From an optimization exercise on the open Yosys and OpenROAD flow, aimed at small area and a short achievable clock period; shortcuts taken in it are not production practice. The RTL was checked by simulation tests, not by an equivalence proof against the original design. Power figures rest on the tool's default switching activity, not on a simulated workload.

==> config.mk <==
export PLATFORM = sky130hd
export DESIGN_NAME = rec_axis_packer
export DESIGN_NICKNAME = rec_axis_packer
export VERILOG_FILES = /design/flow/design.v
export SDC_FILE = /design/flow/constraint.sdc
export NUM_CORES = 4
export LEC_CHECK = 0
export CAP_MARGIN = 20
export CORE_MARGIN = 2
export CORE_UTILIZATION = 40
export SLEW_MARGIN = 20
==> constraint.sdc <==
create_clock -name core_clock -period 5.5 [get_ports {clk}]
set_input_delay 1.1000 -clock core_clock [delete_from_list [all_inputs] [get_ports {clk}]]
set_output_delay 1.1000 -clock core_clock [all_outputs]
set_load 0.01 [all_outputs]
==> design.v <==
module rec_axis_packer #(
    parameter int COL        = 640,
    parameter int ROW        = 480,
    parameter int FIFO_DEPTH = 64
) (
    input  logic        clk,
    input  logic        rst,
    input  logic        recvalid,
    input  logic [7:0]  recpixel,
    input  logic        reclast,
    output logic [31:0] m_tdata,
    output logic        m_tvalid,
    input  logic        m_tready,
    output logic        m_tlast,
    output logic        m_tuser,
    output logic        overflow,
    output logic        frame_done,
    output logic        frame_err
);
    localparam int CW = $clog2(COL);
    localparam int RW = (ROW > 1) ? $clog2(ROW) : 1;
    localparam int AW = $clog2(FIFO_DEPTH);
    logic [CW-1:0] col;
    logic [RW-1:0] row;
    logic [23:0]   lanes;
    logic          pk_valid;
    logic [33:0]   pk_word;
    logic [33:0]   mem [FIFO_DEPTH];
    logic [AW:0]   wptr;
    logic [AW:0]   rptr;
    logic          empty;
    logic          full;
    logic          rd;
    logic          wr;
    logic          at_end;
    logic          col_end;
    assign col_end = (col == CW'(COL - 1));
    assign at_end  = col_end && (row == RW'(ROW - 1));
    assign empty   = (wptr == rptr);
    assign full    = (wptr[AW] != rptr[AW]) &&
                     (wptr[AW-1:0] == rptr[AW-1:0]);
    assign rd      = !empty && m_tready;
    assign wr      = pk_valid && (!full || rd);
    always_ff @(posedge clk) begin
        if (rst) begin
            col        <= '0;
            row        <= '0;
            lanes      <= '0;
            pk_valid   <= 1'b0;
            pk_word    <= '0;
            frame_done <= 1'b0;
            frame_err  <= 1'b0;
        end else begin
            pk_valid   <= 1'b0;
            frame_done <= 1'b0;
            frame_err  <= 1'b0;
            if (recvalid) begin
                if (reclast && !at_end) begin
                    frame_err <= 1'b1;
                    col       <= '0;
                    row       <= '0;
                end else begin
                    case (col[1:0])
                        2'd0: lanes[7:0]   <= recpixel;
                        2'd1: lanes[15:8]  <= recpixel;
                        2'd2: lanes[23:16] <= recpixel;
                        2'd3: begin
                            pk_valid <= 1'b1;
                            pk_word  <= {(row == '0) && (col == CW'(3)),
                                         col_end, recpixel, lanes};
                        end
                    endcase
                    if (col_end) begin
                        col <= '0;
                        if (row == RW'(ROW - 1))
                            row <= '0;
                        else
                            row <= row + 1'b1;
                    end else begin
                        col <= col + 1'b1;
                    end
                    if (at_end) begin
                        if (reclast)
                            frame_done <= 1'b1;
                        else
                            frame_err <= 1'b1;
                    end
                end
            end
        end
    end
    always_ff @(posedge clk) begin
        if (wr)
            mem[wptr[AW-1:0]] <= pk_word;
    end
    always_ff @(posedge clk) begin
        if (rst) begin
            wptr     <= '0;
            rptr     <= '0;
            overflow <= 1'b0;
        end else begin
            if (wr)
                wptr <= wptr + 1'b1;
            if (rd)
                rptr <= rptr + 1'b1;
            if (pk_valid && full && !rd)
                overflow <= 1'b1;
        end
    end
    always_comb begin
        m_tvalid = !empty;
        {m_tuser, m_tlast, m_tdata} = '0;
        if (!empty)
            {m_tuser, m_tlast, m_tdata} = mem[rptr[AW-1:0]];
    end
endmodule
==> run.sh <==
#!/bin/bash
# synth_recipe.tcl (not shown) runs the flow's synth.tcl, then flattens the netlist and writes it again
# the make line also repeats each setting of config.mk as NAME=value (left out here)
make -C /OpenROAD-flow-scripts/flow DESIGN_CONFIG=/design/flow/config.mk WORK_HOME=/design/flow/orfs CLKGATE_MAP_FILE= SYNTH_SCRIPT=/design/flow/synth_recipe.tcl finish
==> results of run 1 <==
==> cell families (layout without fill, tap and decap cells) <==
kind of cell	Yosys count	after routing	synth area share, %
AO/OA/AOI/OAI	441	441	3.39
adder cells (fa/ha/maj)	9	9	0.128
XOR/XNOR	21	21	0.210
AND/OR/NAND/NOR	586	586	3.23
other	0	6	0
multiplexers	624	624	14.4
flip-flops	2277	2277	76.7
buffers and inverters	253	770	1.88
==> final cells by class <==
cell class / instances / area (um^2) / share of cell area, %
flip-flops and latches: 2277 / 67400 / 66.9
multi-input cells: 1681 / 19300 / 19.1
clock buffers: 285 / 5800 / 5.75
well taps: 2854 / 3570 / 3.54
repair buffers: 349 / 3410 / 3.38
clock inverters: 123 / 1230 / 1.22
inverters: 13 / 48.8 / 0.0484
diodes: 6 / 15.0 / 0.0149
==> sequential cells by signal, summed over array words and instances (netlist names), named ones only <==
name        count
pk_valid        1
pk_word        34
frame_err       1
row             9
frame_done      1
mem          2176
overflow        1
lanes          24
wptr            7
rptr            7
col            10
==> cells in the final DEF, fill, tap and decap left out, types with 21 or more instances in the layout <==
cell type | netlist | routed
edfxtp_1 | 2176 | 2176
nor2_1 | 142 | 76
dfxtp_1 | 101 | 61
o21ai_0 | 33 | 31
nand3_1 | 71 | 71
a21oi_1 | 108 | 107
mux4_1 | 26 | 26
mux2_2 | 21 | 21
clkbuf_1 | 58 | 61
o22ai_1 | 66 | 66
a22oi_1 | 102 | 102
buf_12 | 4 | 51
nor2_4 | 0 | 64
buf_4 | 32 | 245
clkdlybuf4s50_1 | 0 | 49
mux4_2 | 477 | 477
a211oi_1 | 25 | 23
clkinv_2 | 0 | 43
clkinv_1 | 3 | 47
dfxtp_2 | 0 | 30
nand2_1 | 192 | 192
mux2i_1 | 100 | 100
clkbuf_16 | 0 | 221
==> power groups by stage <==
stage	Sequential [mW]	Clock [mW]	Combinational [mW]
2_1_floorplan	19.1	0	0.0412
3_3_place_gp	19.1	0	0.0725
3_5_place_dp	19.1	0	0.0730
4_1_cts	18.7	15.0	0.0736
5_1_grt	18.7	15.7	0.0799
6_report	18.7	14.8	0.0731
==> stage by stage <==
stage	instances	utilization, %	total power [mW]
2_1_floorplan	4211	-	19.1
6_report	7588	46.3	33.6
4_1_cts	7578	46.3	33.8
3_5_place_dp	7164	43.0	19.1
5_1_grt	7587	46.3	34.5
3_3_place_gp	7163	43.0	19.1
==> repair_timing <==
| action | 4_1_cts | 5_1_grt |
|---|---|---|
| setup endpoints to repair | 20 | 7 |
| gates resized for setup | 5 | 3 |
| buffers inserted | 6 | 4 |
| pin swaps | 0 | 0 |
==> how the worst max path moves through the flow <==
stage,start,endpoint,slack (ns),depth (start not counted)
3_5_place_dp,flop,m_tdata[28],0.51,10
4_1_cts,flop,m_tdata[28],0.01,9
6_report,flop,m_tdata[17],0.02,7
2_1_floorplan,m_tready,mem[48][0]$_DFFE_PP_,1.74,4
3_3_place_gp,flop,m_tdata[1],0.1,7
5_1_grt,flop,m_tdata[17],0.0004,7
==> critical path: cells and delay by family, from the launching register on <==
family | cells | cell delay (ns)
buf+inv | 2 | 0.91
flops | 1 | 0.65
simple gates | 3 | 1.46
compound gates | 2 | 0.46
==> per-layer routing <==
metal	vias to the layer above	track usage [%]	part of all wire, %
met2	2648	36.0	46
met1	24794	32.9	40
met4	12	7.33	3.2
met5	-	0	0.033
li1	18290	-	-
met3	385	5.43	11
==> out/qor_table.md, run 1 <==
| Stage | Parameter | Reported |
|:---|:---|:---|
| power | Leakage | 28.1 nW |
| timing | Post-route minimum period | 5.48 ns |
| detailed routing | Post-route DRC | 0 |
| logic synthesis | Most common library cells after synthesis | 2,176 x edfxtp_1, 477 x mux4_2, 192 x nand2_1 |
| worst setup path | Required time at the worst-slack endpoint | 4.40 ns |
| logic synthesis | Fraction of synthesis flops using an asynchronous set or reset pin | 0% |
| clock tree | Total number of H-tree levels | 4 |
| die | Chip width | 472 um |
| power | Power share of the clock group | 44.1% |
| logic synthesis | Cells after Synth | 4,211 |
| worst setup path | CP cell instances | buf_4 > or3b_2 > o22ai_1 > or4_1 > nor2_1 > o31a_1 > clkdlybuf4s50_1 |
| clock tree | Clock latency on the worst-skew pair | 0.89 ns |
| grt | First-pass GRT wire length | 363,000 um |
| worst setup path | Count of cells along the worst register-to-register path | 6 |
| power | Maximum ir drop on the vdd rail | 0.000295 V |
| worst setup path | Register-to-register setup slack | 1.70 ns |
| detailed routing | Pre-antenna DRT Iters | 5 |
| finish | Cell area after layout | 101,000 um^2 |
| clock tree | Hold buffer count at cts | 0 |
| logic synthesis | Synthesized netlist net count | 4,233 |
| worst setup path | CP startpoint kind | flop |
| worst hold path | WHS Endpoint | mem[62][2]$_DFFE_PP_ |
| power | Power density of the placed cells | 333 nW/um^2 |
| worst hold path | Startpoint of the tightest hold check path | pk_word[2]$_SDFFE_PP0P_ |
| power | NetSw | 6.70 mW |
| timing | RSZ-0062 raised after global routing | false |
| die | Placeable core area | 218,000 um^2 |
| finish | Filler instances | 17.9k |
| flow run | Max-cap violation count | 0 |
| timing | Number of endpoints failing setup at the final stage | 0 |
| power | Switch share | 20.0% |
| clock tree | Clock-pin slew on the worst setup and hold paths | 0.06 ns |
| timing | Final clock skew | 0.0959 ns |
| worst setup path | Endpoint of the worst register-to-register path | mem[59][33]$_DFFE_PP_ |
| grt | Antenna violations before repair | 23 |
| clock tree | Master cell of the clock root buffer | clkbuf_16 |
| finish | Layout cells sized above 1 | 26.2% |
| logic synthesis | Largest cells by area after synthesis | edfxtp_1 74%, mux4_2 12%, dfxtp_1 2.3%, mux2i_1 1.1%, a22oi_1 0.87% |
| die | Number of ports placed on the die boundary | 51 |
| power | Part of the total power dissipated in sequential elements | 55.6% |
| logic synthesis | Top cell type by total area after synthesis | edfxtp_1 |
| worst setup path | Start of the worst register-to-register path | wptr[4]$_SDFFE_PP0P_ |
| detailed routing | Vias after detailed routing | 46.1k |
| detailed routing | Count of antenna-violating nets left after detailed routing | 0 |
| finish | Net count reported at finish | 4,564 |
| grt | Largest net degree at the start of global routing | 66 |
| logic synthesis | Number of different library cells in the post-synthesis netlist | 84 |
| worst setup path | Data arrival at the endpoint of the critical path | 4.38 ns |
| die | Row count | 171 |
| timing | Tcrit/Tclk final | 99.7% |
| power | Comb power frac | 0.2% |
| run status | Status | finished clean |
| timing | Worst hold slack | 0.437 ns |
| grt | Overall overflow remaining after global route | 0 |
| place | DPL Wire Length | 152,000 um |
| finish | Area Growth Syn to Fin | 14.9% |
| worst setup path | Crit-path max cell delay | 0.65 ns |
| clock tree | Max Root-Sink Buffers | 3 |
| place | Cell area reported after detailed placement | 93,600 um^2 |
| timing | Final count of hold timing violations | 0 |
| place | Pre-CTS worst setup slack | 0.509 ns |
| logic synthesis | Most used DFF post-synth | edfxtp_1 |
| clock tree | CTS Sinks | 2,277 |
| timing | Pins Over Slew Limit | 0 |
| place | Gpl congestion | 0.846 |
| logic synthesis | Number of synthesized flops with an enable pin | 2,176 |
| timing | Relative slew slack | 26.2% |
| logic synthesis | Number of flip-flops and latches in the synthesized netlist | 2,277 |
| detailed routing | Overall routed net length | 263,000 um |
| timing | Setup_tns | 0 ns |
| worst setup path | Nature of the critical path endpoint | output pin |
| logic synthesis | Ys Warns | 1 |
| detailed routing | Wire length per cell after detailed routing | 34.7 um |
| power | Total internal power | 26.9 mW |
| grt | Global router's overall resource usage | 23.3% |
| logic synthesis | Total standard cell area after synthesis | 87,800 um^2 |
| logic synthesis | Area share of the largest cell type after synthesis | 74.4% |
| logic synthesis | Post-synthesis area per instance | 20.8 um^2 |
| logic synthesis | Most numerous cell in the Yosys netlist | edfxtp_1 |
| worst hold path | Type of the most critical hold path | flop to flop |
| worst setup path | Critical path's slowest cell | dfxtp_4 |
| worst setup path | Crit Path Category | flop to output pin |
| timing | Highest clock frequency the design can meet | 0.182 GHz |
| grt | Via count of the first global-routing pass | 45.0k |
| detailed routing | Detail-routed via count per cell | 6.08 |
| detailed routing | Initial detailed-routing violation count | 6,741 |
| timing | Worst slew pin tran | 1.11 ns |
| die | Starting utilization of the core area | 40.3% |
| worst setup path | Worst-path fanout max | 15 |
| die | Floorplan die area | 223,000 um^2 |
| die | Die H | 472 um |
| clock tree | Cts bufs inserted | 220 |
| logic synthesis | Post-synthesis sequential area ratio | 76.7% |
| timing | PnR worst setup slack | 0.0186 ns |
| worst hold path | WHS Path Cells | 0 |
| place | IO buf count | 50 |
| clock tree | CTS tree | yes |
==> inputs of run 2 (changes only) <==
==> design.v (replaced) <==
module rec_axis_packer #(
    parameter int COL        = 640,
    parameter int ROW        = 480,
    parameter int FIFO_DEPTH = 64
) (
    input  logic        clk,
    input  logic        rst,
    input  logic        recvalid,
    input  logic [7:0]  recpixel,
    input  logic        reclast,
    output logic [31:0] m_tdata,
    output logic        m_tvalid,
    input  logic        m_tready,
    output logic        m_tlast,
    output logic        m_tuser,
    output logic        overflow,
    output logic        frame_done,
    output logic        frame_err
);
    localparam int CW = $clog2(COL);
    localparam int RW = (ROW > 1) ? $clog2(ROW) : 1;
    localparam int AW = $clog2(FIFO_DEPTH);
    logic [CW-1:0] col;
    logic [RW-1:0] row;
    logic [23:0]   lanes;
    logic          pk_valid;
    logic [33:0]   mem [FIFO_DEPTH];
    logic [AW-1:0] wptr;
    logic [AW-1:0] rptr;
    logic          out_valid;
    logic [33:0]   out_word;
    logic          col_end;
    logic          row_end;
    logic          at_end;
    logic          early;
    logic          int_empty;
    logic          int_full;
    logic          full;
    logic          rd;
    logic          commit;
    logic          out_free;
    logic          load;
    assign col_end   = (col == CW'(COL - 1));
    assign row_end   = (row == RW'(ROW - 1));
    assign at_end    = col_end && row_end;
    assign early     = reclast && !at_end;
    assign int_empty = (wptr == rptr);
    assign int_full  = (AW'(wptr + 1'b1) == rptr);
    assign full      = out_valid && int_full;
    assign rd        = out_valid && m_tready;
    assign commit    = pk_valid && (!full || rd);
    assign out_free  = !out_valid || m_tready;
    assign load      = out_free && (!int_empty || pk_valid);
    always_ff @(posedge clk) begin
        if (rst) begin
            col        <= '0;
            row        <= '0;
            pk_valid   <= 1'b0;
            frame_done <= 1'b0;
            frame_err  <= 1'b0;
        end else begin
            pk_valid   <= recvalid && (col[1:0] == 2'd3) && !early;
            frame_done <= recvalid && reclast && at_end;
            frame_err  <= recvalid && (reclast != at_end);
            if (recvalid) begin
                if (early) begin
                    col <= '0;
                    row <= '0;
                end else if (col_end) begin
                    col <= '0;
                    row <= row_end ? '0 : row + 1'b1;
                end else begin
                    col <= col + 1'b1;
                end
            end
        end
    end
    always_ff @(posedge clk) begin
        if (col[1:0] == 2'd0) lanes[7:0]   <= recpixel;
        if (col[1:0] == 2'd1) lanes[15:8]  <= recpixel;
        if (col[1:0] == 2'd2) lanes[23:16] <= recpixel;
    end
    always_ff @(posedge clk) begin
        if (col[1:0] == 2'd3)
            mem[wptr] <= {(row == '0) && (col == CW'(3)), col_end,
                          recpixel, lanes};
    end
    always_ff @(posedge clk) begin
        if (rst) begin
            wptr      <= '0;
            rptr      <= '0;
            out_valid <= 1'b0;
            out_word  <= '0;
            overflow  <= 1'b0;
        end else begin
            if (commit)
                wptr <= wptr + 1'b1;
            if (load)
                rptr <= rptr + 1'b1;
            out_valid <= load || (out_valid && !m_tready);
            if (load)
                out_word <= mem[rptr];
            else if (out_free)
                out_word <= '0;
            if (pk_valid && full && !rd)
                overflow <= 1'b1;
        end
    end
    assign m_tvalid = out_valid;
    assign {m_tuser, m_tlast, m_tdata} = out_word;
endmodule
--- a/config.mk
+++ b/config.mk
@@ -8,4 +8,5 @@
 export CAP_MARGIN = 20
 export CORE_MARGIN = 2
 export CORE_UTILIZATION = 40
+export SETUP_SLACK_MARGIN = 3.0
 export SLEW_MARGIN = 20
==> run 2 against run 1 <==
  * Still clean
  * Sequential cell count decreased by 1
  * Clock skew is 0.042 ns lower
  * Sequential share of layout area fell by 0.46 points
  * Total power increased by 15%
  * Clock-buffer cell count down 20
  * Worst hold slack improved by 0.030 ns
  * Critical path type is now flop to flop
==> out/qor_table.md, run 2 <==
| Stage | Parameter | Reported | Delta |
|:---|:---|:---|:---|
| finish | Area Growth Syn to Fin | 17.5% |  |
| grt | Via count of the first global-routing pass | 42.9k | -4.7% |
| worst setup path | Endpoint of the worst register-to-register path | out_word[31]$_SDFFE_PP0P_ |  |
| logic synthesis | Number of synthesized flops with an enable pin | 2,200 | +1.1% |
| worst hold path | Type of the most critical hold path | flop to flop |  |
| place | IO buf count | 50 | unchanged |
| timing | Post-route minimum period | 2.63 ns | -2.85 ns |
| worst setup path | Cell class contributing the biggest share of worst-path delay | buffers and inverters |  |
| timing | PnR worst setup slack | 2.87 ns | +2.85 ns |
| timing | RSZ-0062 raised after global routing | true |  |
| logic synthesis | Post-synthesis sequential area ratio | 77.9% | +1.1 points |
| die | Row count | 170 | -0.58% |
| finish | Area taken by flip-flops and latches | 67,700 um^2 | +0.45% |
| grt | Antenna violations before repair | 7 | -70% |
| finish | Commonest cells after routing, fill and taps aside | 2,200 x edfxtp_1, 534 x mux4_2, 237 x buf_4, 220 x clkbuf_16, 128 x o22ai_1 |  |
| detailed routing | Overall routed net length | 240,000 um | -8.9% |
| logic synthesis | Ys Warns | 1 | unchanged |
| place | Gpl congestion | 0.833 | -1.5% |
| place | Pre-CTS worst setup slack | 1.77 ns | +1.26 ns |
| worst setup path | Register-to-register setup slack | 2.87 ns | +1.17 ns |
| power | Comb power frac | 12.0% | +12 points |
| worst setup path | CP cell instances | buf_12 > buf_12 > buf_12 > buf_12 > buf_6 > buf_16 > mux4_2 > o22ai_2 > or4_4 > a221oi_2 |  |
| clock tree | Clock latency on the worst-skew pair | 0.86 ns | -0.03 ns |
| logic synthesis | Cells after Synth | 3,934 | -6.6% |
| worst setup path | Required time at the worst-slack endpoint | 6.26 ns | +1.86 ns |
| power | Power share of the clock group | 38.5% | -5.6 points |
| finish | Layout cells sized above 1 | 33.9% | +7.7 points |
| place | DPL Wire Length | 133,000 um | -12% |
| clock tree | Max Root-Sink Buffers | 3 | unchanged |
| timing | Number of endpoints failing setup at the final stage | 0 | unchanged |
| worst setup path | Crit Path Category | flop to flop |  |
| clock tree | CTS Sinks | 2,276 | -0.044% |
| timing | Worst slew pin tran | 1.06 ns | -0.0430 ns |
| detailed routing | Pre-antenna DRT Iters | 8 | +3 |
| detailed routing | Post-route DRC | 0 | unchanged |
| run status | Status | finished clean |  |
| worst setup path | Most repeated library cell on the critical path | buf_12 |  |
| power | NetSw | 8.77 mW | +31% |
| finish | Filler instances | 17.3k | -3.5% |
| worst setup path | CP startpoint kind | flop |  |
| power | Switch share | 22.7% | +2.8 points |
| timing | Final clock skew | 0.0535 ns | -0.0424 ns |
| power | Total internal power | 29.8 mW | +11% |
| die | Chip width | 470 um | -0.57% |
| die | Starting utilization of the core area | 40.4% | about the same |
| grt | First-pass GRT wire length | 336,000 um | -7.4% |
| die | Die H | 470 um | -0.57% |
| worst setup path | Count of cells along the worst register-to-register path | 10 | +4 |
| logic synthesis | Number of flip-flops and latches in the synthesized netlist | 2,276 | -0.044% |
| power | Maximum ir drop on the vdd rail | 0.000399 V | +35% |
| logic synthesis | Largest cells by area after synthesis | edfxtp_1 76%, mux4_2 14%, dfxtp_1 1.8%, o22ai_1 1.1%, a22oi_1 0.81% |  |
| worst hold path | WHS Path Cells | 2 | +2 |
| detailed routing | Initial detailed-routing violation count | 6,286 | -6.7% |
| die | Number of ports placed on the die boundary | 51 | unchanged |
| timing | Pins Over Slew Limit | 0 | unchanged |
| logic synthesis | Fraction of synthesis flops using an asynchronous set or reset pin | 0% | unchanged |
| timing | Relative slew slack | 29.1% | +2.9 points |
| worst setup path | Critical path's slowest cell | or4_4 |  |
| grt | Overall overflow remaining after global route | 0 | unchanged |
| logic synthesis | Area share of the largest cell type after synthesis | 76.1% | +1.7 points |
| worst setup path | Worst-path fanout max | 8 | -7 |
| detailed routing | Vias after detailed routing | 43.9k | -4.8% |
| detailed routing | Detail-routed via count per cell | 5.99 | -1.5% |
| logic synthesis | Most numerous cell in the Yosys netlist | edfxtp_1 |  |
| finish | Leading cell type in the layout, fill and taps excluded | edfxtp_1 |  |
| timing | Final count of hold timing violations | 0 | unchanged |
| detailed routing | Count of antenna-violating nets left after detailed routing | 0 | unchanged |
| logic synthesis | Post-synthesis area per instance | 22.1 um^2 | +5.8% |
| clock tree | Master cell of the clock root buffer | clkbuf_16 |  |
| timing | Setup_tns | 0 ns | unchanged |
| clock tree | Hold buffer count at cts | 0 | unchanged |
| worst setup path | Crit-path max cell delay | 0.55 ns | -0.10 ns |
| power | Part of the total power dissipated in sequential elements | 49.5% | -6.1 points |
| clock tree | Cts bufs inserted | 214 | -2.7% |
| grt | Largest net degree at the start of global routing | 85 | +29% |
| power | Power density of the placed cells | 378 nW/um^2 | +13% |
| clock tree | Total number of H-tree levels | 4 | unchanged |
| worst setup path | Data arrival at the endpoint of the critical path | 3.39 ns | -0.99 ns |
| die | Floorplan die area | 221,000 um^2 | -1.1% |
| logic synthesis | Synthesized netlist net count | 3,956 | -6.5% |
| logic synthesis | Number of different library cells in the post-synthesis netlist | 76 | -9.5% |
| finish | Max reg flops | 2,176 | unchanged |
| finish | Net count reported at finish | 4,343 | -4.8% |
| detailed routing | Wire length per cell after detailed routing | 32.7 um | -5.7% |
| worst setup path | Buf+Inv Stages, Crit Path | 6 | +4 |
| timing | Tcrit/Tclk final | 47.8% | -52 points |
| worst hold path | WHS Endpoint | row[1]$_SDFFE_PP0P_ |  |
| finish | Area of the multi-input gates | 19,100 um^2 | -0.99% |
| flow run | Max-cap violation count | 0 | unchanged |
| logic synthesis | Top cell type by total area after synthesis | edfxtp_1 |  |
| grt | Global router's overall resource usage | 21.4% | -1.9 points |
| logic synthesis | Most common library cells after synthesis | 2,200 x edfxtp_1, 534 x mux4_2, 147 x o22ai_1 |  |
| logic synthesis | Most used DFF post-synth | edfxtp_1 |  |
| clock tree | Clock-pin slew on the worst setup and hold paths | 0.06 ns | about the same |
| logic synthesis | Total standard cell area after synthesis | 86,800 um^2 | -1.2% |
| clock tree | CTS tree | yes |  |
| worst setup path | Nature of the critical path endpoint | flop |  |
| power | Leakage | 30.8 nW | +9.7% |
| timing | Highest clock frequency the design can meet | 0.380 GHz | +110% |
| worst hold path | Startpoint of the tightest hold check path | row[1]$_SDFFE_PP0P_ |  |
| die | Placeable core area | 215,000 um^2 | -1.2% |
## run 2: timing repair
action                     in CTS  in global routing
cloned                         22                  3
pin swaps                      78                 18
setup endpoints to repair    2401                695
gates resized for setup       448                 75
buffers inserted              158                 14
## run 2: logic make-up after synthesis
family	count (synthesis)	share of synthesized area (%)
xor+xnor	25	0.252
flops	2276	77.9
simple gates	380	2.30
mux	581	14.4
compound gates	419	3.30
buf+inv	244	1.70
fa+ha+maj	9	0.130
## run 2: metal layers
| layer | track usage (%) | share of wire (%) | up-vias |
|---|---|---|---|
| li1 | - | - | 17577 |
| met1 | 30.5 | 40 | 23735 |
| met2 | 33.6 | 47 | 2249 |
| met3 | 3.73 | 9.0 | 358 |
| met4 | 7.19 | 3.5 | 0 |
| met5 | 0 | 0 | - |
## run 2: worst register-to-register path: cells and delay by family (launching register included)
family	cells	cell delay (ns)
AND/OR/NAND/NOR	1	0.55
buffers and inverters	6	0.88
flip-flops	1	0.36
multiplexers	1	0.39
AO/OA/AOI/OAI	2	0.37
## run 2: power by group through the flow
| stage | Sequential [mW] | Clock (mW) | Combinational (mW) |
|---|---|---|---|
| after floorplan | 19.5 | 0 | 2.78 |
| after global placement | 19.5 | 0 | 3.81 |
| after detailed placement | 19.5 | 0 | 3.81 |
| after CTS | 19.1 | 15.1 | 4.56 |
| after global routing | 19.1 | 15.7 | 4.88 |
| final | 19.1 | 14.9 | 4.63 |
## run 2: stage by stage
step / instances / hold WS [ns] / util, % / total power [mW] / area, um^2
final: 7336 / 0.467 / 47.4 / 38.6 / 102000
after global routing: 7334 / 0.496 / 47.4 / 39.6 / 102000
after CTS: 7316 / 0.473 / 47.2 / 38.7 / 101000
after detailed placement: 6746 / 0.464 / 42.5 / 23.3 / 91400
after global placement: 6740 / 0.461 / 42.5 / 23.3 / 91300
after floorplan: 3934 / 0.449 / - / 22.3 / 87000
## run 2: cell type report
| class | count | share of cell area (%) |
|---|---|---|
| Antenna cell | 3 | 0.00736 |
| Multi-Input combinational cell | 1420 | 18.7 |
| Inverter | 10 | 0.0368 |
| Clock inverter | 125 | 1.31 |
| Sequential cell | 2276 | 66.4 |
| Tap cell | 2838 | 3.48 |
| Timing Repair Buffer | 399 | 4.43 |
| Clock buffer | 265 | 5.57 |
## run 2: worst max path at each step
stage | startpoint | endpoint | slack, ns | depth (start not counted)
3_5_place_dp | m_tready | out_word[29]$_SDFFE_PP0P_ | 1.77 | 6
5_1_grt | flop | out_word[29]$_SDFFE_PP0P_ | 2.83 | 8
3_3_place_gp | m_tready | out_word[4]$_SDFFE_PP0P_ | 1.76 | 5
2_1_floorplan | wptr[0]$_SDFFE_PP0P_ | mem[29][0]$_DFFE_PP_ | 2.51 | 4
4_1_cts | flop | out_word[29]$_SDFFE_PP0P_ | 2.82 | 10
6_report | flop | out_word[31]$_SDFFE_PP0P_ | 2.87 | 10
==> inputs of run 3 (changes only) <==
--- a/config.mk
+++ b/config.mk
@@ -8,5 +8,4 @@
 export CAP_MARGIN = 20
 export CORE_MARGIN = 2
 export CORE_UTILIZATION = 40
-export SETUP_SLACK_MARGIN = 3.0
 export SLEW_MARGIN = 20
==> run 3 against run 2 <==
  * Final area down 3.6%
  * Clock skew down 0.015 ns
  * Still clean on timing, DRC and antenna
  * Sequential power about the same
  * Largest power group unchanged
  * Combinational power down 22%
  * Critical path depth down 3
  * Sequential share of layout area up 2.3 points
==> out/qor_table.md, run 3 <==
| Stage | Parameter | Reported | Delta |
|:---|:---|:---|:---|
| run status | Status | finished clean |  |
| worst setup path | Crit Path Category | flop to flop |  |
| clock tree | CTS Sinks | 2,276 | unchanged |
| clock tree | Hold buffer count at cts | 0 | unchanged |
| logic synthesis | Area share of the largest cell type after synthesis | 76.1% | unchanged |
| detailed routing | Detail-routed via count per cell | 5.86 | -2.2% |
| die | Die H | 470 um | unchanged |
| grt | First-pass GRT wire length | 320,000 um | -4.9% |
| timing | Worst slew pin tran | 1.16 ns | +0.0925 ns |
| timing | Setup_tns | 0 ns | unchanged |
| logic synthesis | Most common library cells after synthesis | 2,200 x edfxtp_1, 534 x mux4_2, 147 x o22ai_1 |  |
| finish | Net count reported at finish | 4,170 | -4.0% |
| logic synthesis | Number of flip-flops and latches in the synthesized netlist | 2,276 | unchanged |
| grt | Routing usage on met2 | 32.9% | -0.73 points |
| die | Starting utilization of the core area | 40.4% | unchanged |
| detailed routing | Overall routed net length | 225,000 um | -6.0% |
| die | Row count | 170 | unchanged |
| die | Chip width | 470 um | unchanged |
| timing | Tcrit/Tclk final | 69.5% | +22 points |
| place | Placed cell count | 6,764 | +0.27% |
| finish | Filler instances | 17.6k | +1.7% |
| grt | M3 GR Usage | 4.43% | +0.71 points |
| grt | Routing layer with the top usage in global route | met2 |  |
| grt | Global router's overall resource usage | 20.3% | -1.1 points |
| clock tree | Clock-pin slew on the worst setup and hold paths | 0.06 ns | about the same |
| die | Number of ports placed on the die boundary | 51 | unchanged |
| grt | Overall overflow remaining after global route | 0 | unchanged |
| detailed routing | Count of antenna-violating nets left after detailed routing | 0 | unchanged |
| worst setup path | Most repeated library cell on the critical path | a22oi_1 |  |
| logic synthesis | Number of synthesized flops with an enable pin | 2,200 | unchanged |
| finish | Layout cells sized above 1 | 26.1% | -7.8 points |
| logic synthesis | Fraction of synthesis flops using an asynchronous set or reset pin | 0% | unchanged |
| logic synthesis | Cells after Synth | 3,934 | unchanged |
| worst setup path | Required time at the worst-slack endpoint | 6.21 ns | -0.05 ns |
| place | DPL Wire Length | 127,000 um | -4.7% |
| clock tree | CTS-repair resized insts | 0 | -100% |
| timing | Pins Over Slew Limit | 0 | unchanged |
| worst setup path | Register-to-register setup slack | 1.68 ns | -1.19 ns |
| clock tree | CTS tree | yes |  |
| worst setup path | Data arrival at the endpoint of the critical path | 4.53 ns | +1.14 ns |
| clock tree | Total number of H-tree levels | 4 | unchanged |
| finish | Commonest cells after routing, fill and taps aside | 2,200 x edfxtp_1, 534 x mux4_2, 220 x clkbuf_16, 165 x buf_4, 147 x o22ai_1 |  |
| logic synthesis | Post-synthesis sequential area ratio | 77.9% | unchanged |
| clock tree | Master cell of the clock root buffer | clkbuf_16 |  |
| timing | Highest clock frequency the design can meet | 0.262 GHz | -31% |
| detailed routing | Wire length per cell after detailed routing | 31.4 um | -3.8% |
| detailed routing | Post-route DRC | 0 | unchanged |
| grt | Met1 Usage GRT | 27.9% | -2.5 points |
| timing | Relative slew slack | 22.8% | -6.3 points |
| worst setup path | Buf+Inv Stages, Crit Path | 2 | -4 |
| worst setup path | Cell class contributing the biggest share of worst-path delay | buffers and inverters |  |
| logic synthesis | Ys Warns | 1 | unchanged |
| power | Maximum ir drop on the vdd rail | 0.000329 V | -17% |
| finish | Area Growth Syn to Fin | 13.3% |  |
| place | Gpl congestion | 0.788 | -5.4% |
| clock tree | Number of buffers inserted by post-CTS setup repair | 0 | -100% |
| timing | Post-route minimum period | 3.82 ns | +1.19 ns |
| worst setup path | CP startpoint kind | flop |  |
| worst setup path | Count of cells along the worst register-to-register path | 7 | -3 |
| timing | RSZ-0062 raised after global routing | false |  |
| worst setup path | Endpoint of the worst register-to-register path | out_word[8]$_SDFFE_PP0P_ |  |
| worst hold path | WHS Endpoint | row[1]$_SDFFE_PP0P_ |  |
| worst hold path | WHS Path Cells | 2 | unchanged |
| clock tree | Max Root-Sink Buffers | 3 | unchanged |
| logic synthesis | Synthesized netlist net count | 3,956 | unchanged |
| finish | Leading cell type in the layout, fill and taps excluded | edfxtp_1 |  |
| die | Placeable core area | 215,000 um^2 | unchanged |
| worst setup path | Nature of the critical path endpoint | flop |  |
| logic synthesis | Most numerous cell in the Yosys netlist | edfxtp_1 |  |
| logic synthesis | Most used DFF post-synth | edfxtp_1 |  |
| die | Floorplan die area | 221,000 um^2 | unchanged |
| clock tree | Clock latency on the worst-skew pair | 0.86 ns | about the same |
| grt | Antenna violations before repair | 4 | -3 |
| power | Power density of the placed cells | 379 nW/um^2 | +0.17% |
| clock tree | Cts bufs inserted | 218 | +1.9% |
| worst setup path | Crit-path max cell delay | 0.86 ns | +0.31 ns |
| worst hold path | Startpoint of the tightest hold check path | row[1]$_SDFFE_PP0P_ |  |
| logic synthesis | Top cell type by total area after synthesis | edfxtp_1 |  |
| detailed routing | Pre-antenna DRT Iters | 8 | unchanged |
| worst setup path | CP cell instances | buf_12 > buf_4 > mux4_2 > a22oi_1 > nand2_1 > a22oi_1 > a221oi_2 |  |
| logic synthesis | Number of different library cells in the post-synthesis netlist | 76 | unchanged |
| grt | Via count of the first global-routing pass | 42.6k | -0.80% |
| power | Power after layout | 37.2 mW | -3.4% |
| finish | Cell area after layout | 98,300 um^2 | -3.6% |
| finish | Non-Filler Instances | 7,173 | -2.2% |
| place | Cell area reported after detailed placement | 91,400 um^2 | about the same |
| finish | Finished Core Util | 45.7% | -1.7 points |
| timing | Final count of hold timing violations | 0 | unchanged |
| detailed routing | Vias after detailed routing | 42.0k | -4.3% |
| timing | PnR worst setup slack | 1.68 ns | -1.19 ns |
| power | Leakage | 29.2 nW | -5.4% |
| place | IO buf count | 50 | unchanged |
| grt | Largest net degree at the start of global routing | 107 | +26% |
| logic synthesis | Post-synthesis area per instance | 22.1 um^2 | unchanged |
| timing | Number of endpoints failing setup at the final stage | 0 | unchanged |
| timing | Worst hold slack | 0.491 ns | +0.0244 ns |
| logic synthesis | Largest cells by area after synthesis | edfxtp_1 76%, mux4_2 14%, dfxtp_1 1.8%, o22ai_1 1.1%, a22oi_1 0.81% |  |
| detailed routing | Initial detailed-routing violation count | 4,959 | -21% |
| worst setup path | Worst-path fanout max | 106 | +98 |
| finish | Max reg flops | 2,176 | unchanged |
| timing | Final clock skew | 0.0381 ns | -0.0153 ns |
| worst setup path | Critical path's slowest cell | dfxtp_4 |  |
| worst hold path | Type of the most critical hold path | flop to flop |  |
| place | Pre-CTS worst setup slack | 1.67 ns | -0.0999 ns |
| flow run | Max-cap violation count | 0 | unchanged |
| logic synthesis | Total standard cell area after synthesis | 86,800 um^2 | unchanged |
## run 3: cell counts after synthesis
Identical to the previous run, type by type.
## run 3: routing by layer
metal | part of all wire, % | up-vias
met3 | 8.4 | 298
met4 | 2.2 | 0
met2 | 49 | 1841
met1 | 41 | 22659
li1 | - | 17211
met5 | 0 | -
## run 3: worst max-delay path by stage
stage,startpoint,endpoint,slack (ns),depth (start not counted)
2_1_floorplan,col[2]$_SDFFE_PP0P_,mem[0][33]$_DFFE_PP_,0.36,2
3_3_place_gp,col[0]$_SDFFE_PP0P_,pk_valid$_SDFF_PP0_,1.76,7
3_5_place_dp,col[0]$_SDFFE_PP0P_,pk_valid$_SDFF_PP0_,1.67,7
4_1_cts,col[0]$_SDFFE_PP0P_,pk_valid$_SDFF_PP0_,1.67,7
5_1_grt,col[0]$_SDFFE_PP0P_,row[4]$_SDFFE_PP0P_,1.37,8
6_report,flop,out_word[8]$_SDFFE_PP0P_,1.68,7
## run 3: power by group
part | switching, mW | leakage, nW | internal (mW) | total, mW
clock | 6.43 | 3.32 | 8.09 | 14.5
combinational | 1.82 | 5.47 | 1.76 | 3.59
sequential | 0.120 | 20.4 | 19.0 | 19.1
## run 3: cell families (layout without fill, tap and decap cells)
logic type	after synthesis	after routing	synth area share (%)
AOI/OAI and AO/OA	419	419	3.30
xor gates and xnor gates	25	25	0.252
adders and majority gates	9	9	0.130
buffers and inverters	244	642	1.70
DFF	2276	2276	77.9
muxes	581	581	14.4
other	0	3	0
and+or+nand+nor	380	380	2.30
## run 3: layout make-up
type	instances	area, um^2	area share, %
well taps	2838	3550	3.61
inverters	10	37.5	0.0382
flip-flops and latches	2276	67600	68.8
clock buffers	283	5760	5.86
repair buffers	228	2010	2.04
multi-input cells	1414	18300	18.6
clock inverters	121	1090	1.11
diodes	3	7.51	0.00764
## run 3: tightest hold or removal path, stage by stage, from the launching register on
cell and delay (ns):
dfxtp_1 0.33, nand2_1 0.07, a21oi_1 0.05
==> inputs of run 4 (changes only) <==
--- a/design.v
+++ b/design.v
@@ -26,15 +26,17 @@
     logic          pk_valid;
     logic [33:0]   mem [FIFO_DEPTH];
     logic [AW-1:0] wptr;
-    logic [AW-1:0] rptr;
+    logic [FIFO_DEPTH-1:0] roh;       
+    logic [AW-1:0] cnt;               
+    logic          int_empty;
+    logic          int_full;
+    logic [33:0]   rdata;
     logic          out_valid;
     logic [33:0]   out_word;
     logic          col_end;
     logic          row_end;
     logic          at_end;
     logic          early;
-    logic          int_empty;
-    logic          int_full;
     logic          full;
     logic          rd;
     logic          commit;
@@ -44,8 +46,6 @@
     assign row_end   = (row == RW'(ROW - 1));
     assign at_end    = col_end && row_end;
     assign early     = reclast && !at_end;
-    assign int_empty = (wptr == rptr);
-    assign int_full  = (AW'(wptr + 1'b1) == rptr);
     assign full      = out_valid && int_full;
     assign rd        = out_valid && m_tready;
     assign commit    = pk_valid && (!full || rd);
@@ -85,10 +85,18 @@
             mem[wptr] <= {(row == '0) && (col == CW'(3)), col_end,
                           recpixel, lanes};
     end
+    always_comb begin
+        rdata = '0;
+        for (int i = 0; i < FIFO_DEPTH; i++)
+            rdata = rdata | (mem[i] & {34{roh[i]}});
+    end
     always_ff @(posedge clk) begin
         if (rst) begin
             wptr      <= '0;
-            rptr      <= '0;
+            roh       <= FIFO_DEPTH'(1);
+            cnt       <= '0;
+            int_empty <= 1'b1;
+            int_full  <= 1'b0;
             out_valid <= 1'b0;
             out_word  <= '0;
             overflow  <= 1'b0;
@@ -96,10 +104,19 @@
             if (commit)
                 wptr <= wptr + 1'b1;
             if (load)
-                rptr <= rptr + 1'b1;
+                roh <= {roh[FIFO_DEPTH-2:0], roh[FIFO_DEPTH-1]};
+            if (commit && !load) begin
+                cnt       <= cnt + 1'b1;
+                int_empty <= 1'b0;
+                int_full  <= (cnt == AW'(FIFO_DEPTH - 2));
+            end else if (load && !commit) begin
+                cnt       <= cnt - 1'b1;
+                int_empty <= (cnt == AW'(1));
+                int_full  <= 1'b0;
+            end
             out_valid <= load || (out_valid && !m_tready);
             if (load)
-                out_word <= mem[rptr];
+                out_word <= rdata;
             else if (out_free)
                 out_word <= '0;
             if (pk_valid && full && !rd)
--- a/config.mk
+++ b/config.mk
@@ -7,5 +7,6 @@
 export LEC_CHECK = 0
 export CAP_MARGIN = 20
 export CORE_MARGIN = 2
-export CORE_UTILIZATION = 40
+export CORE_UTILIZATION = 60
+export SETUP_SLACK_MARGIN = 3.3
 export SLEW_MARGIN = 20
==> run 4 against run 3 <==
  * Still clean
  * Worst hold slack got worse by 0.016 ns
  * Fmax rose by 41%
  * Worst setup slack improved by 1.1 ns
  * Core utilization rose by 30 points
  * Synthesized cell count increased by 12%
  * Global-route usage rose by 28 points
  * Clock-buffer cell count grew 42
  * Die area is 36% lower
  * Highest routed layer is now met5
==> out/qor_table.md, run 4 <==
| Stage | Parameter | Reported | Delta |
|:---|:---|:---|:---|
| worst setup path | Data arrival at the endpoint of the critical path | 3.45 ns | -1.08 ns |
| die | Number of ports placed on the die boundary | 51 | unchanged |
| die | Starting utilization of the core area | 60.5% | +20 points |
| worst setup path | Endpoint of the worst register-to-register path | out_word[26]$_SDFFE_PP0P_ |  |
| logic synthesis | Ys Warns | 1 | unchanged |
| detailed routing | Vias after detailed routing | 55.1k | +31% |
| detailed routing | Overall routed net length | 350,000 um | +55% |
| clock tree | Total number of H-tree levels | 4 | unchanged |
| worst setup path | Register-to-register setup slack | 2.79 ns | +1.11 ns |
| logic synthesis | Top cell type by total area after synthesis | edfxtp_1 |  |
| grt | Antenna violations before repair | 25 | +21 |
| grt | Overall overflow remaining after global route | 0 | unchanged |
| die | Chip width | 377 um | -20% |
| worst hold path | Startpoint of the tightest hold check path | row[1]$_SDFFE_PP0P_ |  |
| logic synthesis | Post-synthesis area per instance | 19.0 um^2 | -14% |
| timing | Worst slew pin tran | 1.04 ns | -0.114 ns |
| finish | Layout cells sized above 1 | 29.2% | +3.1 points |
| worst setup path | Count of cells along the worst register-to-register path | 5 | -2 |
| finish | Commonest cells after routing, fill and taps aside | 2,200 x edfxtp_1, 569 x a22o_1, 344 x buf_4, 296 x a221oi_1, 239 x clkbuf_16 |  |
| power | Leakage | 33.9 nW | +16% |
| detailed routing | Count of antenna-violating nets left after detailed routing | 0 | unchanged |
| flow run | Max-cap violation count | 0 | unchanged |
| detailed routing | Detail-routed via count per cell | 7.84 | +34% |
| logic synthesis | Most numerous cell in the Yosys netlist | edfxtp_1 |  |
| timing | Final clock skew | 0.0302 ns | -0.00791 ns |
| finish | Filler instances | 7,672 | -56% |
| place | DPL Wire Length | 178,000 um | +40% |
| logic synthesis | Number of synthesized flops with an enable pin | 2,200 | unchanged |
| clock tree | Master cell of the clock root buffer | clkbuf_16 |  |
| timing | PnR worst setup slack | 2.79 ns | +1.11 ns |
| timing | Tcrit/Tclk final | 49.2% | -20 points |
| worst setup path | Crit Path Category | flop to flop |  |
| timing | Post-route minimum period | 2.71 ns | -1.11 ns |
| timing | Pins Over Slew Limit | 0 | unchanged |
| worst hold path | Type of the most critical hold path | flop to flop |  |
| power | Maximum ir drop on the vdd rail | 0.000368 V | +12% |
| die | Floorplan die area | 142,000 um^2 | -36% |
| finish | Net count reported at finish | 5,064 | +21% |
| power | Power density of the placed cells | 336 nW/um^2 | -11% |
| logic synthesis | Most used DFF post-synth | edfxtp_1 |  |
| logic synthesis | Post-synthesis sequential area ratio | 82.6% | +4.7 points |
| finish | Area Growth Syn to Fin | 24.9% |  |
| worst setup path | Start of the worst register-to-register path | roh[21]$_SDFFE_PP0P_ |  |
| worst setup path | Nature of the critical path endpoint | flop |  |
| timing | Final count of hold timing violations | 0 | unchanged |
| clock tree | Cts bufs inserted | 222 | +1.8% |
| logic synthesis | Most common library cells after synthesis | 2,200 x edfxtp_1, 578 x a22o_1, 545 x a221oi_1 |  |
| clock tree | CTS Sinks | 2,336 | +2.6% |
| place | Pre-CTS worst setup slack | 1.86 ns | +0.192 ns |
| worst hold path | WHS Endpoint | row[1]$_SDFFE_PP0P_ |  |
| run status | Status | finished clean |  |
| timing | Relative slew slack | 30.5% | +7.8 points |
| logic synthesis | Area share of the largest cell type after synthesis | 79.3% | +3.2 points |
| worst hold path | WHS Path Cells | 2 | unchanged |
| logic synthesis | Cells after Synth | 4,392 | +12% |
| detailed routing | Post-route DRC | 0 | unchanged |
| logic synthesis | Fraction of synthesis flops using an asynchronous set or reset pin | 0% | unchanged |
| die | Row count | 136 | -20% |
| worst setup path | CP startpoint kind | flop |  |
| timing | Highest clock frequency the design can meet | 0.369 GHz | +41% |
| worst setup path | Worst-path fanout max | 8 | -92% |
| grt | Global router's overall resource usage | 48.4% | +28 points |
| clock tree | Hold buffer count at cts | 0 | unchanged |
| grt | Largest net degree at the start of global routing | 68 | -36% |
| grt | First-pass GRT wire length | 448,000 um | +40% |
| timing | Number of endpoints failing setup at the final stage | 0 | unchanged |
| logic synthesis | Synthesized netlist net count | 4,418 | +12% |
| detailed routing | Initial detailed-routing violation count | 10.9k | +120% |
| detailed routing | Wire length per cell after detailed routing | 49.7 um | +58% |
| die | Placeable core area | 138,000 um^2 | -36% |
| timing | Setup_tns | 0 ns | unchanged |
| logic synthesis | Largest cells by area after synthesis | edfxtp_1 79%, a22o_1 6.1%, a221oi_1 5.7%, dfxtp_1 3.3%, nand4_1 1.1% |  |
| logic synthesis | Total standard cell area after synthesis | 83,300 um^2 | -4.0% |
| timing | RSZ-0062 raised after global routing | true |  |
| detailed routing | Pre-antenna DRT Iters | 9 | +1 |
| grt | Via count of the first global-routing pass | 50.3k | +18% |
| logic synthesis | Number of flip-flops and latches in the synthesized netlist | 2,336 | +2.6% |
| place | IO buf count | 50 | unchanged |
| clock tree | Clock latency on the worst-skew pair | 0.85 ns | about the same |
| worst setup path | Required time at the worst-slack endpoint | 6.24 ns | +0.03 ns |
| finish | Leading cell type in the layout, fill and taps excluded | edfxtp_1 |  |
| die | Die H | 377 um | -20% |
| logic synthesis | Number of different library cells in the post-synthesis netlist | 45 | -41% |
| clock tree | CTS tree | yes |  |
| clock tree | Clock-pin slew on the worst setup and hold paths | 0.06 ns | about the same |
| place | Gpl congestion | 0.880 | +12% |
| clock tree | Max Root-Sink Buffers | 3 | unchanged |
| finish | Max reg flops | 2,176 | unchanged |
-- run 4: cell families after synthesis --
family                     Yosys count  synth area share [%]
AOI/OAI and AO/OA                 1209                  12.4
muxes                                2                0.0240
DFF                               2336                  82.6
buffers and inverters              312                  1.49
xor gates and xnor gates            23                 0.242
and+or+nand+nor                    497                  3.06
adders and majority gates           13                 0.195
-- run 4: per-stage QoR --
step | power [mW] | cell area, um^2 | std cells | hold WS (ns) | util [%]
3_5_place_dp | 20.4 | 87400 | 6142 | 0.458 | 63.5
6_report | 35.0 | 104000 | 7027 | 0.475 | 75.6
4_1_cts | 34.9 | 102000 | 6900 | 0.477 | 73.9
3_3_place_gp | 20.3 | 87000 | 6128 | 0.451 | 63.2
5_1_grt | 35.6 | 104000 | 7018 | 0.492 | 75.6
2_1_floorplan | 20.0 | 83700 | 4392 | 0.449 | -
-- run 4: repair_timing --
action / 4_1_cts / 5_1_grt
gates cloned: 34 / 12
setup buffers: 315 / 104
setup endpoints to repair: 2377 / 1376
pin swaps: 157 / 101
gates resized for setup: 859 / 179
-- run 4: how the worst max path moves through the flow --
stage / cells past startpoint / from / slack [ns] / end
5_1_grt: 5 / roh[21]$_SDFFE_PP0P_ / 2.92 / out_word[26]$_SDFFE_PP0P_
3_5_place_dp: 10 / m_tready / 1.86 / cnt[5]$_SDFFE_PP0P_
6_report: 5 / roh[21]$_SDFFE_PP0P_ / 2.79 / out_word[26]$_SDFFE_PP0P_
3_3_place_gp: 10 / m_tready / 1.80 / cnt[5]$_SDFFE_PP0P_
2_1_floorplan: 8 / col[1]$_SDFFE_PP0P_ / 2.47 / row[6]$_SDFFE_PP0P_
4_1_cts: 1 / out_word[8]$_SDFFE_PP0P_ / 3.04 / m_tdata[8]
-- run 4: area by class of cell --
| class | instances | area, um^2 | share of cell area (%) |
|---|---|---|---|
| tap | 1794 | 2240 | 2.16 |
| inverter | 10 | 45.0 | 0.0433 |
| clock buffer | 325 | 6300 | 6.06 |
| timing repair buffer | 717 | 9300 | 8.94 |
| clock inverter | 84 | 702 | 0.675 |
| timing repair inverter | 1 | 6.26 | 0.00601 |
| multi-input combinational | 1750 | 16300 | 15.7 |
| sequential | 2336 | 69100 | 66.4 |
| antenna | 10 | 25.0 | 0.0241 |
-- run 4: per-layer routing --
metal  up-vias  track usage [%]  share of wire, %
met5         -                0              0.14
met3      1425             20.0                17
li1      20093                -                 -
met4        28             33.0               9.0
met2      5732             67.7                41
met1     27823             62.1                32
-- run 4: power breakdown --
group | internal, mW | total, mW | leakage (nW) | switching (mW)
clock | 8.41 | 15.0 | 3.42 | 6.57
sequential | 19.4 | 19.4 | 21.0 | 0.0458
combinational | 0.155 | 0.614 | 9.51 | 0.460
total | 27.9 | 35.0 | 33.9 | 7.07
-- run 4: worst max-delay path: stages, from the launching register on --
cell	delay (ns)
dfxtp_4	0.48
buf_16	0.23
a221oi_2	0.29
nand4_1	0.66
or4_1	0.74
a22o_1	0.19
==> inputs of run 5 (changes only) <==
--- a/config.mk
+++ b/config.mk
@@ -7,6 +7,5 @@
 export LEC_CHECK = 0
 export CAP_MARGIN = 20
 export CORE_MARGIN = 2
-export CORE_UTILIZATION = 60
-export SETUP_SLACK_MARGIN = 3.3
+export CORE_UTILIZATION = 40
 export SLEW_MARGIN = 20
==> run 5 against run 4 <==
  * Still clean on timing, DRC and antenna
  * Clock power about the same
  * Worst setup slack worse by 1.2 ns
  * Final area down 8.0%
  * Sequential power about the same
  * Global-route usage down 20 points
  * Synthesized area unchanged
  * Critical path depth unchanged
  * Combinational power down 14%
  * Register-to-register slack worse by 1.2 ns
  * Sequential cell count unchanged
  * Fmax down 31%
  * Wire length down 13%
  * Largest cell class unchanged
  * Highest routed layer unchanged
==> out/qor_table.md, run 5 <==
| Stage | Parameter | Reported | Delta |
|:---|:---|:---|:---|
| detailed routing | Overall routed net length | 304,000 um | -13% |
| detailed routing | Detail-routed via count per cell | 6.67 | -15% |
| power | Switch share | 20.4% | +0.20 points |
| timing | Number of endpoints failing setup at the final stage | 0 | unchanged |
| worst hold path | WHS Endpoint | roh[37]$_SDFFE_PP0P_ |  |
| clock tree | Master cell of the clock root buffer | clkbuf_16 |  |
| finish | Layout cells sized above 1 | 14.4% | -15 points |
| logic synthesis | Post-synthesis sequential area ratio | 82.6% | unchanged |
| power | Leakage | 29.7 nW | -12% |
| clock tree | CTS Sinks | 2,336 | unchanged |
| power | Maximum ir drop on the vdd rail | 0.000249 V | -32% |
| die | Number of ports placed on the die boundary | 51 | unchanged |
| logic synthesis | Total standard cell area after synthesis | 83,300 um^2 | unchanged |
| logic synthesis | Mux cell area share after synthesis | 0.0240% | unchanged |
| detailed routing | Pre-antenna DRT Iters | 6 | -3 |
| power | NetSw | 7.17 mW | +1.5% |
| worst setup path | Launching instance or port of the critical path | col[0]$_SDFFE_PP0P_ |  |
| grt | Overall overflow remaining after global route | 0 | unchanged |
| worst hold path | Type of the most critical hold path | flop to flop |  |
| finish | Max reg flops | 2,176 | unchanged |
| finish | Leading cell type in the layout, fill and taps excluded | edfxtp_1 |  |
| clock tree | Hold buffer count at cts | 0 | unchanged |
| logic synthesis | Post-synthesis area per instance | 19.0 um^2 | unchanged |
| clock tree | CTS-repair resized insts | 0 | -100% |
| logic synthesis | Fraction of the mapped netlist area in adder cells | 0.195% | unchanged |
| power | Total internal power | 28.0 mW | +0.20% |
| clock tree | CTS tree | yes |  |
| worst setup path | Buf+Inv Stages, Crit Path | 1 | unchanged |
| clock tree | Clock latency on the worst-skew pair | 0.87 ns | +0.02 ns |
| timing | Highest clock frequency the design can meet | 0.256 GHz | -31% |
| logic synthesis | Largest cells by area after synthesis | edfxtp_1 79%, a22o_1 6.1%, a221oi_1 5.7%, dfxtp_1 3.3%, nand4_1 1.1% |  |
| worst setup path | CP startpoint kind | flop |  |
| logic synthesis | Number of different library cells in the post-synthesis netlist | 45 | unchanged |
| grt | Routing usage on met2 | 42.1% | -26 points |
| clock tree | Clock-pin slew on the worst setup and hold paths | 0.06 ns | about the same |
| logic synthesis | Synthesized netlist net count | 4,418 | unchanged |
| grt | Met1 Usage GRT | 38.4% | -24 points |
| place | DPL Wire Length | 174,000 um | -2.3% |
| power | Power density of the placed cells | 367 nW/um^2 | +9.2% |
| detailed routing | Vias after detailed routing | 50.4k | -8.5% |
| grt | M3 GR Usage | 8.24% | -12 points |
| finish | Cell area after layout | 95,700 um^2 | -8.0% |
| worst setup path | Nature of the critical path endpoint | flop |  |
| worst setup path | Start of the worst register-to-register path | col[0]$_SDFFE_PP0P_ |  |
| die | Die H | 460 um | +22% |
| clock tree | Cts bufs inserted | 224 | +0.90% |
| run status | Status | finished clean |  |
| finish | Area Growth Syn to Fin | 14.9% |  |
| timing | Worst slew pin tran | 1.22 ns | +0.181 ns |
| grt | Via count of the first global-routing pass | 47.1k | -6.3% |
| worst setup path | Crit-path max cell delay | 1.03 ns | +0.29 ns |
| die | Starting utilization of the core area | 40.2% | -20 points |
| worst setup path | Register-to-register setup slack | 1.59 ns | -1.21 ns |
| logic synthesis | Area share of the largest cell type after synthesis | 79.3% | unchanged |
| detailed routing | Count of antenna-violating nets left after detailed routing | 0 | unchanged |
| worst setup path | Worst-path fanout max | 18 | +10 |
| grt | Antenna violations before repair | 17 | -32% |
| finish | Finished Core Util | 46.2% | -29 points |
| die | Floorplan die area | 212,000 um^2 | +49% |
| finish | Commonest cells after routing, fill and taps aside | 2,200 x edfxtp_1, 578 x a22o_1, 545 x a221oi_1, 226 x clkbuf_16, 198 x buf_4 |  |
| logic synthesis | Number of synthesized flops with an enable pin | 2,200 | unchanged |
| worst setup path | Critical path's slowest cell | nor2_4 |  |
| logic synthesis | Compound-cell area share of the yosys netlist | 12.4% | unchanged |
| die | Row count | 167 | +23% |
| worst setup path | Cell class contributing the biggest share of worst-path delay | simple AND/OR/NAND/NOR gates |  |
| finish | Filler instances | 17.2k | +120% |
| logic synthesis | Simple-gate portion of the synthesized area | 3.06% | unchanged |
| die | Placeable core area | 207,000 um^2 | +50% |
| timing | Setup_tns | 0 ns | unchanged |
| place | Cell area reported after detailed placement | 88,400 um^2 | +1.2% |
| timing | RSZ-0062 raised after global routing | false |  |
| timing | Post-route minimum period | 3.91 ns | +1.21 ns |
| grt | Routing layer with the top usage in global route | met2 |  |
| logic synthesis | Xor-xnor portion of the synthesized cell area | 0.242% | unchanged |
| clock tree | Total number of H-tree levels | 4 | unchanged |
| worst setup path | Crit Path Category | flop to flop |  |
| worst hold path | WHS Path Cells | 2 | unchanged |
| logic synthesis | Top cell type by total area after synthesis | edfxtp_1 |  |
| die | Chip width | 460 um | +22% |
| detailed routing | Post-route DRC | 0 | unchanged |
| timing | Relative slew slack | 18.2% | -12 points |
| grt | Global router's overall resource usage | 28.2% | -20 points |
| power | Part of the total power dissipated in sequential elements | 55.3% | -0.2 points |
| logic synthesis | Most common library cells after synthesis | 2,200 x edfxtp_1, 578 x a22o_1, 545 x a221oi_1 |  |
| flow run | Max-cap violation count | 0 | unchanged |
| logic synthesis | Ys Warns | 1 | unchanged |
| power | Comb power frac | 1.5% | -0.3 points |
| logic synthesis | Most used DFF post-synth | edfxtp_1 |  |
| logic synthesis | Cells after Synth | 4,392 | unchanged |
| clock tree | Max Root-Sink Buffers | 3 | unchanged |
| logic synthesis | Number of flip-flops and latches in the synthesized netlist | 2,336 | unchanged |
| worst setup path | CP cell instances | ha_1 > nor2b_1 > nand3_1 > nor2_4 > buf_4 |  |
| place | Placed cell count | 7,140 | +16% |
| logic synthesis | Dominant combinational cell family by area after synthesis | compound AO/OA/AOI/OAI gates |  |
| power | Power after layout | 35.2 mW | +0.45% |
| worst setup path | Required time at the worst-slack endpoint | 5.99 ns | -0.25 ns |
| clock tree | Number of buffers inserted by post-CTS setup repair | 0 | -100% |
| worst hold path | Startpoint of the tightest hold check path | roh[36]$_SDFFE_PP0P_ |  |
| detailed routing | Initial detailed-routing violation count | 9,670 | -12% |
| worst setup path | Total stage count of the critical path | 5 | unchanged |
| timing | Pins Over Slew Limit | 0 | unchanged |
| timing | Final clock skew | 0.0531 ns | +0.0229 ns |
| finish | Non-Filler Instances | 7,562 | +7.6% |
| logic synthesis | Most numerous cell in the Yosys netlist | edfxtp_1 |  |
| worst setup path | Data arrival at the endpoint of the critical path | 4.41 ns | +0.96 ns |
| worst setup path | Endpoint of the worst register-to-register path | mem[59][12]$_DFFE_PP_ |  |
| grt | First-pass GRT wire length | 405,000 um | -9.6% |
| detailed routing | Wire length per cell after detailed routing | 40.2 um | -19% |
| timing | Tcrit/Tclk final | 71.1% | +22 points |
| worst setup path | Count of cells along the worst register-to-register path | 5 | unchanged |
| logic synthesis | Fraction of synthesis flops using an asynchronous set or reset pin | 0% | unchanged |
| finish | Net count reported at finish | 4,608 | -9.0% |
| place | Gpl congestion | 0.869 | -1.2% |
| place | IO buf count | 50 | unchanged |
| power | Power share of the clock group | 43.2% | +0.4 points |
| grt | Largest net degree at the start of global routing | 87 | +28% |
| timing | Final count of hold timing violations | 0 | unchanged |
run 5: cell counts after synthesis:
No cell type changed its count.
run 5: per-stage QoR:
stage | hold slack [ns] | worst slack [ns]
after CTS | 0.476 | 1.77
after global routing | 0.491 | 1.63
after global placement | 0.444 | 1.68
after detailed placement | 0.464 | 1.66
final | 0.479 | 1.59
after floorplan | 0.445 | 0.137
run 5: kinds of logic (layout without fill, tap and decap cells):
group,Yosys count,count (layout)
AO/OA/AOI/OAI,1209,1209
XOR/XNOR,23,23
adder cells (fa/ha/maj),13,13
buffers and inverters,312,689
flip-flops,2336,2336
multiplexers,2,2
other,0,5
AND/OR/NAND/NOR,497,497
run 5: power by group through the flow:
stage	clock network (mW)	logic [mW]	registers (mW)
floorplan	0	0.164	19.9
global route	15.9	0.551	19.4
detailed placement	0	0.513	19.8
finish	15.2	0.529	19.4
global placement	0	0.503	19.8
CTS	15.2	0.514	19.4
run 5: final cells by class:
cell class              count  area [um^2]  share of cell area, %
diodes                      5         12.5                 0.0131
multi-input cells        1744        13700                   14.4
flip-flops and latches   2336        68900                   72.0
clock inverters           112         1080                   1.13
well taps                2788         3490                   3.64
inverters                  10         37.5                 0.0392
repair buffers            266         2350                   2.46
clock buffers             301         6130                   6.40
run 5: layer usage:
metal	vias to the layer above	part of all wire (%)
met4	14	5.1
met5	-	0.033
met3	781	14
met2	4259	44
met1	26249	36
li1	19106	-
run 5: worst max-delay path by stage:
stage | to | slack [ns]
floorplan | mem[0][33]$_DFFE_PP_ | 0.14
global placement | out_word[13]$_SDFFE_PP0P_ | 1.68
detailed placement | out_word[23]$_SDFFE_PP0P_ | 1.66
CTS | mem[59][12]$_DFFE_PP_ | 1.77
global route | mem[59][8]$_DFFE_PP_ | 1.63
finish | mem[59][12]$_DFFE_PP_ | 1.59
run 5: tightest hold or removal path, stage by stage, from the launching register on:
cell	delay [ns]
dfxtp_2	0.33
nand2_1	0.06
a21oi_1	0.05
==> inputs of run 6 (changes only) <==
--- a/config.mk
+++ b/config.mk
@@ -7,5 +7,8 @@
 export LEC_CHECK = 0
 export CAP_MARGIN = 20
 export CORE_MARGIN = 2
-export CORE_UTILIZATION = 40
+export CORE_UTILIZATION = 72
+export CTS_CLUSTER_DIAMETER = 100
+export CTS_CLUSTER_SIZE = 25
+export SETUP_SLACK_MARGIN = 3.1
 export SLEW_MARGIN = 20
==> run 6 against run 5 <==
  * Wire length rose by 4.0%
  * Critical path depth rose by 1
  * Synthesized area did not move
  * Non-clock buffer count rose by 222
  * Fmax rose by 49%
  * Sequential share of layout area rose by 1.3 points
  * Register-to-register slack improved by 1.3 ns
==> out/qor_table.md, run 6 <==
| Stage | Parameter | Reported | Delta |
|:---|:---|:---|:---|
| run status | Status | finished clean |  |
| power | NetSw | 5.76 mW | -20% |
| place | Gpl congestion | 0.936 | +7.8% |
| clock tree | CTS Sinks | 2,336 | unchanged |
| finish | Filler instances | 5,328 | -69% |
| grt | Antenna violations before repair | 24 | +7 |
| place | Pre-CTS worst setup slack | 2.06 ns | +0.395 ns |
| worst setup path | Critical path's slowest cell | or4_4 |  |
| detailed routing | Initial detailed-routing violation count | 12.2k | +26% |
| power | Maximum ir drop on the vdd rail | 0.000407 V | +63% |
| finish | Leading cell type in the layout, fill and taps excluded | edfxtp_1 |  |
| place | DPL Wire Length | 166,000 um | -4.8% |
| timing | RSZ-0062 raised after global routing | true |  |
| finish | Area of the multi-input gates | 15,100 um^2 | +9.6% |
| worst setup path | Required time at the worst-slack endpoint | 6.15 ns | +0.16 ns |
| timing | Post-route minimum period | 2.63 ns | -1.29 ns |
| grt | Routing usage on met2 | 70.9% | +29 points |
| timing | Setup_tns | 0 ns | unchanged |
| logic synthesis | Cells after Synth | 4,392 | unchanged |
| logic synthesis | Most common library cells after synthesis | 2,200 x edfxtp_1, 578 x a22o_1, 545 x a221oi_1 |  |
| worst setup path | Buf+Inv Stages, Crit Path | 1 | unchanged |
| logic synthesis | Number of synthesized flops with an enable pin | 2,200 | unchanged |
| logic synthesis | Synthesized netlist net count | 4,418 | unchanged |
| flow run | Max-cap violation count | 0 | unchanged |
| timing | Final count of hold timing violations | 0 | unchanged |
| grt | Met1 Usage GRT | 66.0% | +28 points |
| grt | Largest net degree at the start of global routing | 68 | -22% |
| detailed routing | Detail-routed via count per cell | 8.60 | +29% |
| grt | M3 GR Usage | 24.4% | +16 points |
| logic synthesis | Most numerous cell in the Yosys netlist | edfxtp_1 |  |
| clock tree | Cts bufs inserted | 103 | -54% |
| power | Total internal power | 23.2 mW | -17% |
| timing | Final clock skew | 0.0347 ns | -0.0185 ns |
| detailed routing | Vias after detailed routing | 54.2k | +7.5% |
| power | Power share of the clock group | 31.0% | -12 points |
| finish | Net count reported at finish | 4,715 | +2.3% |
| detailed routing | Wire length per cell after detailed routing | 50.2 um | +25% |
| die | Number of ports placed on the die boundary | 51 | unchanged |
| finish | Area Growth Syn to Fin | 13.1% |  |
| worst setup path | Cell class contributing the biggest share of worst-path delay | simple AND/OR/NAND/NOR gates |  |
| die | Chip width | 344 um | -25% |
| worst setup path | CP cell instances | buf_12 > a22o_1 > a221oi_1 > nand4_1 > or4_4 > a22o_1 |  |
| timing | Worst hold slack | 0.473 ns | -0.00606 ns |
| die | Starting utilization of the core area | 72.7% | +33 points |
| timing | PnR worst setup slack | 2.87 ns | +1.29 ns |
| finish | Max reg flops | 2,176 | unchanged |
| timing | Relative slew slack | 11.8% | -6.4 points |
| die | Floorplan die area | 118,000 um^2 | -44% |
==> run 6: changes by cell type in the layout (fill, tap and decap cells not counted), sizes merged <==
cell	before	now
buf	225	476
clkbuf	301	186
clkinv	84	0
clkdlybuf4s50	41	2
diode	5	20
bufinv	14	0
clkinvlp	5	0
inv	19	14
nor2	98	103
bufbuf	0	2
and2	2	3
dlymetal6s2s	0	1
==> run 6: what timing repair did <==
item,in CTS,in global routing
setup buffers,154,82
cloned,7,8
setup endpoints to repair,2104,773
gates resized for setup,462,185
pin swaps,82,47
==> run 6: logic make-up (layout without fill, tap and decap cells) <==
kind of cell	Yosys count	count (layout)	synth area share, %
flip-flops	2336	2336	82.6
AO/OA/AOI/OAI	1209	1209	12.4
AND/OR/NAND/NOR	497	503	3.06
buffers and inverters	312	681	1.49
XOR/XNOR	23	23	0.242
adder cells (fa/ha/maj)	13	13	0.195
multiplexers	2	2	0.0240
other	0	20	0
==> run 6: cell type report <==
type | count | share of cell area, %
diodes | 20 | 0.0531
clock buffers | 179 | 3.13
clock inverters | 4 | 0.0452
inverters | 10 | 0.0398
multi-input cells | 1750 | 16.0
flip-flops and latches | 2336 | 73.3
well taps | 1512 | 2.01
repair buffers | 488 | 5.45
==> run 6: layer usage <==
metal / vias to the layer above / wire length, um
met2: 6853 / 127000
met3: 1884 / 66700
met4: 28 / 32400
li1: 19216 / -
met5: - / 631
met1: 26198 / 89300
==> run 6: power by group through the flow <==
stage / Sequential (mW) / Combinational, mW / Clock [mW]
final: 19.4 / 0.571 / 8.97
after detailed placement: 19.8 / 0.498 / 0
after CTS: 19.4 / 0.524 / 8.81
after floorplan: 19.9 / 0.170 / 0
after global placement: 19.8 / 0.489 / 0
after global routing: 19.4 / 0.576 / 9.35
==> run 6: stage by stage <==
step,total power [mW],instance area (um^2),instances,utilization [%]
floorplan,20.0,83700,4392,-
detailed placement,20.3,86600,5845,75.7
CTS,28.7,92300,6189,80.6
global placement,20.3,86500,5842,75.6
global route,29.3,94200,6280,82.2
finish,28.9,94200,6299,82.3
==> run 6: worst max-delay path by stage <==
| stage | end | cells after the start |
|---|---|---|
| 2_1_floorplan | row[6]$_SDFFE_PP0P_ | 8 |
| 3_3_place_gp | cnt[5]$_SDFFE_PP0P_ | 9 |
| 3_5_place_dp | cnt[5]$_SDFFE_PP0P_ | 9 |
| 4_1_cts | mem[61][1]$_DFFE_PP_ | 4 |
| 5_1_grt | mem[55][18]$_DFFE_PP_ | 3 |
| 6_report | out_word[33]$_SDFFE_PP0P_ | 6 |

-- re-timing with driven ports --
How much do the figures lean on ideal ports? The routed layouts below were timed once more, with nothing changed but the port constraints. Step 1, drivers: a clkbuf_16 drives clk and a buf_2 each remaining input, both assumed. Step 2 times the ports against the registers' clock, not the clock port: input delays grow and output delays shrink by t, the midpoint of the rising clock arrivals with the driver on. Slacks: ideal / step 1 / step 2; pairs: ideal / step 1.
| run | t, ns | setup slack, ns | worst hold slack (ns) | worst data-port slew with drivers (ns) |
|---|---|---|---|---|
| run 1 | 0.935 | 0.019 / -0.070 / 0.818 | 0.437 / 0.437 / 0.437 | 0.18 |
| run 2 | 0.907 | 2.870 / 2.870 / 2.195 | 0.467 / 0.467 / 0.467 | 0.05 |
| run 3 | 0.931 | 1.680 / 1.680 / 1.680 | 0.491 / 0.491 / 0.491 | 0.07 |
| run 4 | 0.924 | 2.793 / 2.793 / 2.580 | 0.475 / 0.460 / 0.475 | 0.03 |
| run 5 | 0.933 | 1.587 / 1.587 / 1.525 | 0.479 / 0.469 / 0.479 | 0.08 |
| run 6 | 0.853 | 2.874 / 2.874 / 2.335 | 0.473 / 0.473 / 0.473 | 0.04 |
After both steps setup and hold are still met in every run listed. The setup slack of run 2, which loses most, moves by 0.000 ns with the drivers and by -0.675 ns with both steps.
